Source: an optimization exercise on an open RTL-to-GDS flow (aim: small area). Production flows keep margins and buffers that such runs may drop. The RTL was checked by simulation tests, not by an equivalence proof against the original design. Power and IR drop assume default switching activity.

Design id_issue_stage, start of the top module:
module id_issue_stage
#(
    parameter int XLEN  = 32,
    parameter int NREGS = 32
) (
    input  logic            clk,
    input  logic            rst_n,
    input  logic            in_valid,
    output logic            in_ready,
    input  logic [31:0]     in_instr,
    output logic            out_valid,
    input  logic            out_ready,
    output logic [31:0]     Instruction,
    output logic [XLEN-1:0] A,
    output logic [XLEN-1:0] B,
    output logic [4:0]      shamt,
    output logic [XLEN-1:0] store_data,
    output logic [4:0]      dest,
    output logic            dest_wen,
    input  logic            wb_en,
    input  logic [4:0]      wb_addr,
    input  logic [XLEN-1:0] wb_data,
    input  logic            flush
);
    logic [4:0]      rs, rt, rd;
    logic [5:0]      op;
    logic            is_rtype, is_ifwr;
    logic            in_wen;
    logic [4:0]      in_dest;
  ...
export LEC_CHECK = 0
export CAP_MARGIN = 20
export CORE_MARGIN = 2
export CORE_UTILIZATION = 40
export PLACE_DENSITY = 0.55
export SLEW_MARGIN = 20
export SYNTH_HIERARCHICAL = 1
create_clock -name core_clock -period 10.0 [get_ports {clk}]
standard.sh (not shown) runs the stock make flow with config.mk's settings and CLKGATE_MAP_FILE= SYNTH_SCRIPT=/design/flow/synth_recipe.tcl, a recipe that flattens the netlist after the stock synthesis.
==> flow/flow/run.sh <==
#!/bin/bash
# Layout flow: the standard flow (standard synthesis and ORFS steps), with two changes:
# the port buffers are the smallest buffer cell, and clock tree synthesis inserts no dummy
# loads. Each tool's full output goes to a log file in this folder.
set -euo pipefail
cd "$(dirname "$0")/.."
bash standard.sh \
  "BUFFER_PORTS_ARGS=-buffer_cell sky130_fd_sc_hd__buf_1" \
  "CTS_ARGS=-sink_clustering_enable -repair_clock_nets -dont_use_dummy_load -buf_list {sky130_fd_sc_hd__clkbuf_4 sky130_fd_sc_hd__clkbuf_8} -sink_clustering_size 15 -sink_clustering_max_diameter 60" \
  finish > flow_make.log 2>&1
Rerun with:
==> flow/flow/run.sh (replaced) <==
#!/bin/bash
set -euo pipefail
cd "$(dirname "$0")/.."
bash standard.sh \
  "BUFFER_PORTS_ARGS=-buffer_cell sky130_fd_sc_hd__buf_1" \
  "CTS_ARGS=-sink_clustering_enable -repair_clock_nets -dont_use_dummy_load -buf_list {sky130_fd_sc_hd__clkbuf_4 sky130_fd_sc_hd__clkbuf_8} -sink_clustering_size 14 -sink_clustering_max_diameter 100" \
  finish > flow_make.log 2>&1
- CORE_UTILIZATION: 40 -> 55
- PLACE_DENSITY: 0.55 -> 0.7
Result:
- The new run completed without violations
- final area decreases by 1.2%
- synthesized area is unchanged
- power fell by 1.9%
- cell count came out lower by 7.3%
Rerun with:
- CORE_UTILIZATION: 55 -> 45
- PLACE_DENSITY: 0.7 -> 0.6
After rerunning: Fmax goes up by 2.9%. Cell count goes up by 4.2%. First-iteration DRC count goes down by 2.9%. Clock power goes up by about 2%. Register-to-register slack improved by 390 ps. Area after synthesis does not change. Design area goes up by 0.56%.
Rerun with:
==> flow/flow/run.sh (replaced) <==
#!/bin/bash
set -euo pipefail
cd "$(dirname "$0")/.."
SB="$PWD/flow/small_buffers.tcl"
bash standard.sh \
  "BUFFER_PORTS_ARGS=-buffer_cell sky130_fd_sc_hd__buf_1" \
  "CTS_ARGS=-sink_clustering_enable -repair_clock_nets -dont_use_dummy_load -buf_list {sky130_fd_sc_hd__clkbuf_4 sky130_fd_sc_hd__clkbuf_8} -sink_clustering_size 14 -sink_clustering_max_diameter 100" \
  "PRE_GLOBAL_PLACE_TCL=$SB" "PRE_RESIZE_TCL=$SB" "PRE_GLOBAL_ROUTE_TCL=$SB" \
  finish > flow_make.log 2>&1
==> flow/flow/small_buffers.tcl (new file) <==
# Placement and routing repair: buffer with the small buffer cells only, so that fixing the
# slew of a high-fanout net does not take a larger buffer than it needs.
set_dont_use {sky130_fd_sc_hd__buf_4 sky130_fd_sc_hd__buf_6 sky130_fd_sc_hd__buf_8
  sky130_fd_sc_hd__buf_12 sky130_fd_sc_hd__buf_16 sky130_fd_sc_hd__bufbuf_8
  sky130_fd_sc_hd__bufbuf_16 sky130_fd_sc_hd__clkbuf_4 sky130_fd_sc_hd__clkbuf_8
  sky130_fd_sc_hd__clkbuf_16 sky130_fd_sc_hd__clkdlybuf4s15_1 sky130_fd_sc_hd__clkdlybuf4s15_2
  sky130_fd_sc_hd__clkdlybuf4s18_1 sky130_fd_sc_hd__clkdlybuf4s18_2
  sky130_fd_sc_hd__clkdlybuf4s25_1 sky130_fd_sc_hd__clkdlybuf4s25_2
  sky130_fd_sc_hd__clkdlybuf4s50_1 sky130_fd_sc_hd__clkdlybuf4s50_2
  sky130_fd_sc_hd__dlygate4sd1_1 sky130_fd_sc_hd__dlygate4sd2_1 sky130_fd_sc_hd__dlygate4sd3_1
  sky130_fd_sc_hd__dlymetal6s2s_1 sky130_fd_sc_hd__dlymetal6s4s_1 sky130_fd_sc_hd__dlymetal6s6s_1}
- GPL_ROUTABILITY_DRIVEN: not set -> 0
- PLACE_DENSITY: 0.6 -> 0.9
Effect:
- final area shrinks slightly
- non-clock buffer count grows by 86
- count of clock-buffer cells in the layout is lower by 1
- clock skew rose by 12 ps
- sequential power climbs slightly
- worst hold slack hardly moves
- sequential cell count does not change
- worst setup slack gets worse by 21 ps
Rerun with:
==> flow/flow/run.sh (replaced) <==
#!/bin/bash
# Layout flow: the standard flow (standard synthesis and ORFS steps), with two changes:
# the port buffers are the smallest buffer cell, clock tree synthesis inserts no dummy
# loads, and after global routing gates off the critical paths are sized down
# (RECOVER_POWER, percent of paths with positive slack). Each tool's full output goes to a log file in this folder.
set -euo pipefail
cd "$(dirname "$0")/.."
bash standard.sh \
  "BUFFER_PORTS_ARGS=-buffer_cell sky130_fd_sc_hd__buf_1" \
  "CTS_ARGS=-sink_clustering_enable -repair_clock_nets -dont_use_dummy_load -buf_list {sky130_fd_sc_hd__clkbuf_4 sky130_fd_sc_hd__clkbuf_8} -sink_clustering_size 15 -sink_clustering_max_diameter 60" \
  "RECOVER_POWER=100" \
  finish > flow_make.log 2>&1
- CORE_UTILIZATION: 45 -> 40
- GPL_ROUTABILITY_DRIVEN: 0 -> not set
- PLACE_DENSITY: 0.9 -> 0.55
removed: flow/flow/small_buffers.tcl
Effect: With this change the flow finished but failed the layout checks on max-capacitance violations, max-slew violations; area after synthesis does not change; sequential power is lower by about 1%; final cell count is higher by 2.0%; final area is higher by 0.37%; non-clock buffer count is lower by 107; synthesized cell count stays the same; global-route usage is higher by 0.64 points; maximum frequency is lower by 15%; die area is higher by 12%; routed wire length is higher by 15%.

==> afterwards: timing with drivers on the ports <==
No port has a modelled driver above. Below, the same layouts with a new extraction and two added sets of constraints. Step 1, drivers: a clkbuf_16 drives clk and a buf_2 each remaining input, both assumed. Step 2 also shifts input and output timing later by t, the mid clock arrival at the registers, as if the neighbouring blocks saw the same clock. Slacks: ideal ports / drivers / drivers and shift; pairs: ideal ports / drivers.
run	t, ns	slack for setup (ns)	clock arrival spread, ns
the first run	0.853	2.051 / 2.020 / 2.020	0.145 / 0.145
the second run	0.796	2.228 / 2.203 / 2.203	0.098 / 0.098
the third run	0.837	2.444 / 2.395 / 2.395	0.079 / 0.078
the fourth run	0.788	2.423 / 2.397 / 2.397	0.124 / 0.124
the fifth run	0.848	1.053 / 1.106 / 0.258	0.150 / 0.150
The setup slack of the fifth run, which loses most, moves by +0.053 ns with the drivers and by -0.795 ns with both steps.
